Context: an optimization exercise on an open-source flow, tuned for small area, a short achievable clock period and few clock cycles per item. The choices shown serve that exercise and are no tape-out recipe.
Only simulation tests tie the RTL to the original design; equivalence was not proved.
Power figures rest on the tool's default switching activity, not on a simulated workload.

==> flow/design.v (outline; a module is shown in full before it is edited, if it fits) <==
// module ssps_ram: 21 lines
// module sumset_productset_size: 8671 lines
// module ssps_fa: 10 lines
module sumset_productset_size #(
    parameter int MAX_N = 63
) (
    input  logic                                clk,
    input  logic                                rst_n,
    input  logic [((MAX_N + 7) / 8) * 8 - 1:0]  s_tdata,
    input  logic                                s_tvalid,
    output logic                                s_tready,
    output logic [ssps_pkg::OUT_TDATA_W-1:0]    m_tdata,
    output logic                                m_tvalid,
    input  logic                                m_tready,
    input  logic                                cfg_we,
    input  logic [ssps_pkg::CFG_W-1:0]          cfg_wdata
);
  // ...
==> flow/run.sh <==
#!/bin/bash
# synth_recipe.tcl (not shown) runs the flow's synth.tcl, then flattens the netlist and writes it again
# the make line also repeats each setting of config.mk as NAME=value (left out here)
make -C /OpenROAD-flow-scripts/flow DESIGN_CONFIG=/design/flow/config.mk WORK_HOME=/design/flow/orfs CLKGATE_MAP_FILE= SYNTH_SCRIPT=/design/flow/synth_recipe.tcl finish
==> flow/config.mk <==
export PLATFORM = sky130hd
export DESIGN_NAME = sumset_productset_size
export DESIGN_NICKNAME = sumset_productset_size
export VERILOG_FILES = /design/flow/design.v
export SDC_FILE = /design/flow/constraint.sdc
export NUM_CORES = 4
export LEC_CHECK = 0
export CAP_MARGIN = 20
export CORE_MARGIN = 2
export CORE_UTILIZATION = 40
export SLEW_MARGIN = 20
export SYNTH_HIERARCHICAL = 1
==> flow/constraint.sdc <==
create_clock -name core_clock -period 8.0 [get_ports {clk}]
set_input_delay 1.6000 -clock core_clock [delete_from_list [all_inputs] [get_ports {clk}]]
set_output_delay 1.6000 -clock core_clock [all_outputs]
set_load 0.01 [all_outputs]
==> metrics.csv, run 1 <==
metric,value,unit
drive_above_1_share,7.23,%
wl_per_cell,39.3,um
maxCapViolations,0,
synth_area_leaders,"fa_1 (34%), dfxtp_1 (20%), nand2_1 (9.5%), edfxtp_1 (6.6%), a22oi_1 (3.8%)",
initialDrtViolationCount,9351,
numCtsBuffers,73,
crit_type,register to register,
inv_count,59,
crit_fanout,34,
num_vias,45300,
grt_util_met1,51.3,%
htreeDepth,3,
synth-xor-area-share,0.425,%
synth.mux.area_fraction,1.26,%
grt-busiest-layer,met2,
post_cts_buffers,0,
taps,1625,
final.setup.worst_slack,4.02,ns
dieHeight,356,um
clkbuf_count,93,
netlist_area,49400,sq um
outcome,timing/DRC/antenna clean,
route.met3.wl,39300,um
synth_top_area_share,33.7,%
bufAreaShareNonClock,3.52,%
power_switching,10.6,mW
finalHoldViolCount,0,
globalplace.congestion,1.06,
path_common_cell,fa_1,
largest_reg_flops,90,
worst_slew_pin_slew,1.08,ns
skew,0.0523,ns
reg2reg_slack,4.02,ns
power_frac_comb,60.4,%
cp_top_family,adder cells,
min_to,pp2649_q4,
synthArstFlopShare,3.89,%
Testbench counts, summed over its fixed seeds: cycles 390, items 360.
==> run 2, diff against run 1 <==
--- a/flow/config.mk
+++ b/flow/config.mk
@@ -7,6 +7,7 @@
 export LEC_CHECK = 0
 export CAP_MARGIN = 20
 export CORE_MARGIN = 2
-export CORE_UTILIZATION = 40
+export CORE_UTILIZATION = 50
+export SETUP_SLACK_MARGIN = 4.9
 export SLEW_MARGIN = 20
 export SYNTH_HIERARCHICAL = 1
==> metrics.csv, run 2 <==
metric,value,unit,change
peakVddDrop,0.869,mV,
htreeDepth,3,,unchanged
crit_type,register to register,,
cts_buffer_depth,3,,
grt-ovfl-total,0,,
globalplace.congestion,1.06,,+0.45%
crit_buf_inv,0,,
syn_avg_cell_area,9.86,sq um,
die_width,318,um,
ctsHoldBuffers,0,,
ys_top_cells_by_count,"nand2_1 (1246), fa_1 (832), dfxtp_1 (485)",,
drive_above_1_share,10.9,%,+3.6 points
wl,268000,um,
path_common_cell,fa_2,,
synthArstFlopShare,3.89,%,unchanged
ys_seq_elements,617,,
antenna_found_initial,18,,
wl_per_cell,42.8,um,+9.2%
worst_slew_pin_slew,1.06,ns,-0.0157 ns
fin_tns_setup,0,ns,
cp-end-kind,register,,
setup_viol,0,,
ios,101,,
ant_nets,0,,
grt_use_total,51.8,%,
io_buffers,93,,
grt_max_degree,60,,
cp_slowest_cell,fa_2,,
crit_fanout,1,,-97%
initialDrtViolationCount,10000,,+7.2%
synth_flop_cell,dfxtp_1,,
synth_area_leaders,"fa_1 (34%), dfxtp_1 (20%), nand2_1 (9.5%), edfxtp_1 (6.6%), a22oi_1 (3.8%)",,
synth_top_area_share,33.7,%,unchanged
synth_cells,5015,,
placed_cell_area,51100,sq um,
pwr-share-clk,15.6,%,
power_frac_comb,61.2,%,+0.8 points
skew,0.0413,ns,-0.0110 ns
netlist_area,49400,sq um,unchanged
powerDensity,404,nW/um^2,
fin_crit_sh,41.5,%,
yosysWarnings,7,,
p_int,12.1,mW,
hold-worst-slack,0.330,ns,
maxCapViolations,0,,unchanged
rows,115,,
hp-class,register to register,,
mostFrequentLayoutCells,"nand2_1 (1245), fa_1 (782), dfxtp_1 (400)",,
layout.nets,5825,,
critPathMaxStageDelay,0.71,ns,
rsz0062_at_grt,yes,,
cts_sinks,617,,
period_minus_slack,3.32,ns,
outcome,timing/DRC/antenna clean,,
via_per_inst,7.59,,
grt_pass1_wl,366000,um,
clock_latency,0.69,ns,
power_switching,10.5,mW,-0.97%
worstPathRequired,8.60,ns,
reg2reg_slack,4.68,ns,+0.66 ns
finalHoldViolCount,0,,unchanged
final_area,55900,sq um,
syn_to_final_growth,13.0,%,
largest_reg_flops,90,,unchanged
seq_area_frac_synth,27.4,%,
final_common_cell,nand2_1,,
yosysMostFrequentCell,nand2_1,,
switching_share,46.3,%,
arrival,3.92,ns,
grt_pass1_vias,46300,,
cts_tree,done,,
dieHeight,318,um,-10%
seq_power_share,23.2,%,
drv_slew,0,,
synth.largest_area_cell,fa_1,,
num_vias,47400,,+4.6%
cp_top_family,adder cells,,
synth-edff-count,108,,
hpwl,172000,um,
dieArea,101000,sq um,
slew_headroom,27.3,%,
clk_pin_slew,0.07,ns,
numCtsBuffers,73,,unchanged
cts_root_buf,clkbuf_16,,
startpoint_type,register,,
path_cells,"fa_2, fa_2, fa_2, fa_2, fa_2",,
core-area,98100,sq um,
start_util,50.4,%,
clock.fmax,301,MHz,
leakage,24.1,nW,
dr.pass1.iters,19,,
ys_types,65,,
route.detailed.drc,0,,
-- run 2: final timing paths --
path / start / endpoint / depth (start not counted)
worst max-delay path: pc2995_q2 / ps3192_q3 / 5
worst min-delay path: ss2136_q3 / sr2189_q4[0] / 0
worst max register to register: pc2995_q2 / ps3192_q3 / 5
worst min register to register: ss2136_q3 / sr2189_q4[0] / 0
max in group asynchronous: rst_n / q_cnt[1] / 1
min in group asynchronous: rst_n / q_rd[1] / 1
-- run 2: layout make-up --
type                       instances  area [sq um]
inverter                          59           225
sequential                       617         13800
antenna                           19          47.5
multi-input combinational       3830         34000
fill                            8655         42300
timing repair buffer             295          3680
timing repair inverter             1          5.00
clock inverter                    43           487
tap                             1287          1610
clock buffer                      93          2040
-- run 2: through the flow --
step / total power [mW] / std cells / utilization (%) / worst slack (ns)
finish: 22.5 / 6244 / 56.9 / 4.68
global route: 23.6 / 6228 / 56.9 / 4.56
CTS: 22.1 / 6188 / 56.2 / 4.68
detailed placement: 18.0 / 6000 / 52.1 / 4.06
global placement: 17.9 / 6000 / 52.1 / 4.21
floorplan: 12.1 / 5020 / - / 4.85
-- run 2: modules after synthesis (local to each module, per instance) --
module | flip-flops and latches | copies in the design | cells
ssps_fa | 0 | 825 | 1
sumset_productset_size | 617 | 1 | 4190
-- run 2: power by group through the flow --
stage               clock (mW)  sequential [mW]  combinational, mW
detailed placement           0             5.29               12.8
global route              3.66             5.27               14.7
CTS                       3.53             5.19               13.4
finish                    3.51             5.22               13.8
floorplan                    0             4.89               7.25
global placement             0             5.29               12.6
-- run 2: timing repair --
action,CTS,global route
setup buffers,46,31
resized for setup,209,71
setup endpoints to repair,226,78
gates cloned,6,6
pin swaps,27,19
endpoints found under the hold margin,0,0
-- run 2: per-layer routing --
metal / up-vias / global-route usage [%] / routed length, um
met5: - / 2.36 / 340
met4: 20 / 38.6 / 28700
met2: 5234 / 69.0 / 102000
li1: 17200 / - / -
met1: 23200 / 63.4 / 91700
met3: 1778 / 26.4 / 45200
-- run 2: kinds of logic after synthesis --
| kind of cell | share of synthesized area [%] |
|---|---|
| compound gates | 9.86 |
| xor+xnor | 0.425 |
| fa+ha+maj | 34.7 |
| buf+inv | 4.61 |
| flops | 27.4 |
| mux | 1.26 |
| other cells | 0.00758 |
| simple gates | 21.7 |
-- run 2: worst reg2reg max path: stages, from the launching register on --
cell     delay, ns
dfxtp_2       0.32
fa_2          0.71
fa_2          0.57
fa_2          0.58
fa_2          0.47
fa_2          0.57
==> run 3, diff against run 2 <==
--- a/flow/config.mk
+++ b/flow/config.mk
@@ -5,6 +5,7 @@
 export SDC_FILE = /design/flow/constraint.sdc
 export NUM_CORES = 4
 export LEC_CHECK = 0
+export ABC_CLOCK_PERIOD_IN_PS = 3000
 export CAP_MARGIN = 20
 export CORE_MARGIN = 2
 export CORE_UTILIZATION = 50
==> metrics.csv, run 3 <==
metric,value,unit,change
wl,268000,um,unchanged
htreeDepth,3,,unchanged
hp-class,register to register,,
ff2ff_path_depth,5,,unchanged
ant_nets,0,,unchanged
dieArea,101000,sq um,unchanged
synth.largest_area_cell,fa_1,,
finalHoldViolCount,0,,unchanged
r2r-end,ps3192_q3,,
yosysMostFrequentCell,nand2_1,,
cts_tree,done,,
antenna_found_initial,18,,unchanged
fin_tns_setup,0,ns,unchanged
via_per_inst,7.59,,unchanged
cp-end-kind,register,,
hold_start,ss2136_q3,,
grt_use_total,51.8,%,unchanged
hold-worst-slack,0.330,ns,unchanged
drv_slew,0,,unchanged
cts_root_buf,clkbuf_16,,
drive_above_1_share,10.9,%,unchanged
clk_pin_slew,0.07,ns,about the same
initialDrtViolationCount,10000,,unchanged
fillers,8655,,unchanged
syn_avg_cell_area,9.86,sq um,unchanged
slew_headroom,27.3,%,unchanged
largest_reg_flops,90,,unchanged
critPathMaxStageDelay,0.71,ns,about the same
cts_buffer_depth,3,,unchanged
yosysWarnings,7,,unchanged
mostFrequentLayoutCells,"nand2_1 (1245), fa_1 (782), dfxtp_1 (400)",,
clock.fmax,301,MHz,unchanged
period_minus_slack,3.32,ns,unchanged
syn_to_final_growth,13.0,%,unchanged
core-area,98100,sq um,unchanged
crit_fanout,1,,unchanged
ys_seq_elements,617,,unchanged
powerDensity,404,nW/um^2,unchanged
arrival,3.92,ns,about the same
outcome,timing/DRC/antenna clean,,
synthArstFlopShare,3.89,%,unchanged
synth-edff-count,108,,unchanged
grt-ovfl-total,0,,unchanged
ctsHoldBuffers,0,,unchanged
cp_slowest_cell,fa_2,,
startpoint_type,register,,
path_cells,"fa_2, fa_2, fa_2, fa_2, fa_2",,
die_width,318,um,unchanged
grt_pass1_wl,366000,um,unchanged
worstPathRequired,8.60,ns,about the same
synth_area_leaders,"fa_1 (34%), dfxtp_1 (20%), nand2_1 (9.5%), edfxtp_1 (6.6%), a22oi_1 (3.8%)",,
timing.rr.start,pc2995_q2,,
clock_latency,0.69,ns,about the same
grt_pass1_vias,46300,,unchanged
min_to,sr2189_q4[0],,
layout.nets,5825,,unchanged
hold_depth,0,,unchanged
path_common_cell,fa_2,,
numCtsBuffers,73,,unchanged
rows,115,,unchanged
synth_flop_cell,dfxtp_1,,
peakVddDrop,0.869,mV,unchanged
leakage,24.1,nW,unchanged
dieHeight,318,um,unchanged
globalplace.congestion,1.06,,unchanged
cts_sinks,617,,unchanged
hpwl,172000,um,unchanged
ys_top_cells_by_count,"nand2_1 (1246), fa_1 (832), dfxtp_1 (485)",,
route.detailed.drc,0,,unchanged
synth_cells,5015,,unchanged
netlist_area,49400,sq um,unchanged
grt_max_degree,60,,unchanged
synth_top_area_share,33.7,%,unchanged
seq_area_frac_synth,27.4,%,unchanged
wl_per_cell,42.8,um,unchanged
rsz0062_at_grt,yes,,
reg2reg_slack,4.68,ns,about the same
skew,0.0413,ns,unchanged
ys_types,65,,unchanged
fin_crit_sh,41.5,%,unchanged
start_util,50.4,%,unchanged
final_common_cell,nand2_1,,
utilization,56.9,%,unchanged
setup_viol,0,,unchanged
dr.pass1.iters,19,,unchanged
crit_type,register to register,,
ios,101,,unchanged
worst_slew_pin_slew,1.06,ns,unchanged
num_vias,47400,,unchanged
maxCapViolations,0,,unchanged
io_buffers,93,,unchanged
-- run 3: cell counts in the layout (fill, tap and decap cells not counted) --
No cell type changed its count.
-- run 3: area by class of cell --
class	instances	area (sq um)	area share, %
inverter	59	225	0.403
timing repair inverter	1	5.00	0.00896
clock buffer	93	2040	3.66
sequential	617	13800	24.7
multi-input combinational	3830	34000	60.8
tap	1287	1610	2.88
timing repair buffer	295	3680	6.59
antenna	19	47.5	0.0851
clock inverter	43	487	0.871
-- run 3: stage by stage --
| step | cell area [sq um] | cells | total power [mW] | worst slack, ns |
|---|---|---|---|---|
| finish | 55900 | 6244 | 22.5 | 4.68 |
| global placement | 51100 | 6000 | 17.9 | 4.21 |
| detailed placement | 51100 | 6000 | 18.0 | 4.06 |
| floorplan | 49600 | 5020 | 12.1 | 4.85 |
| global route | 55800 | 6228 | 23.6 | 4.56 |
| CTS | 55100 | 6188 | 22.1 | 4.68 |
-- run 3: critical path: cells and delay by family (launching register included) --
kind	cells	cell delay [ns]
flip-flops	1	0.32
adder cells (fa/ha/maj)	5	2.90
-- run 3: worst max path at each step --
stage / startpoint / endpoint / slack [ns]
after floorplan: xs2558_q2 / ps3332_q3 / 4.85
after global routing: xs2558_q2 / ps3332_q3 / 4.56
after global placement: m_tready / q_cnt[1] / 4.21
final: pc2995_q2 / ps3192_q3 / 4.68
after CTS: xs2558_q2 / ps3332_q3 / 4.68
after detailed placement: m_tready / q_cnt[1] / 4.06
-- run 3: cells by family after synthesis --
| logic type | count (synthesis) | synth area share [%] |
|---|---|---|
| flip-flops | 617 | 27.4 |
| other | 1 | 0.00758 |
| adder cells (fa/ha/maj) | 873 | 34.7 |
| XOR/XNOR | 24 | 0.425 |
| AND/OR/NAND/NOR | 2243 | 21.7 |
| multiplexers | 39 | 1.26 |
| buffers and inverters | 573 | 4.61 |
| AO/OA/AOI/OAI | 645 | 9.86 |
-- run 3: timing repair --
action	4_1_cts	5_1_grt
setup endpoints to repair	226	78
buffers inserted	46	31
gates cloned	6	6
pin swaps	27	19
resized for setup	209	71
-- run 3: modules after synthesis (local to each module, per instance) --
| module | times used | cells | flip-flops and latches |
|---|---|---|---|
| ssps_fa | 825 | 1 | 0 |
| sumset_productset_size | 1 | 4190 | 617 |
-- run 3: metal layers --
layer	up-vias	share of wire, %	global-route usage (%)
li1	17200	-	-
met1	23200	34	63.4
met2	5234	38	69.0
met3	1778	17	26.4
met4	20	11	38.6
met5	-	0.13	2.36
-- run 3: power by group --
part | leakage, nW | internal, mW | switching, mW
logic | 17.6 | 5.65 | 8.16
registers | 5.35 | 4.47 | 0.750
clock network | 1.22 | 1.98 | 1.54

==> static timing again, ports no longer ideal <==
No port has a modelled driver above. Below, the same layouts with a new extraction and two added sets of constraints. Step 1, drivers: a clkbuf_16 drives clk and a buf_2 each remaining input, both assumed. Step 2 times the ports against the registers' clock, not the clock port: input delays grow and output delays shrink by t, the midpoint of the rising clock arrivals with the driver on. a / b / c = ideal ports / drivers / drivers and shift; a / b = the first two.
run	shift t [ns]	setup slack, ns	hold WS [ns]	worst register clock-pin slew, ns	cell pins on the clock port's net
run 1	0.775	4.017 / 4.017 / 4.017	0.325 / 0.325 / 0.325	0.07 / 0.07	1
run 2	0.751	4.680 / 4.680 / 4.322	0.330 / 0.330 / 0.330	0.07 / 0.07	1
run 3	0.751	4.680 / 4.680 / 4.322	0.330 / 0.330 / 0.330	0.07 / 0.07	1
After both steps setup and hold are still met in every run listed.
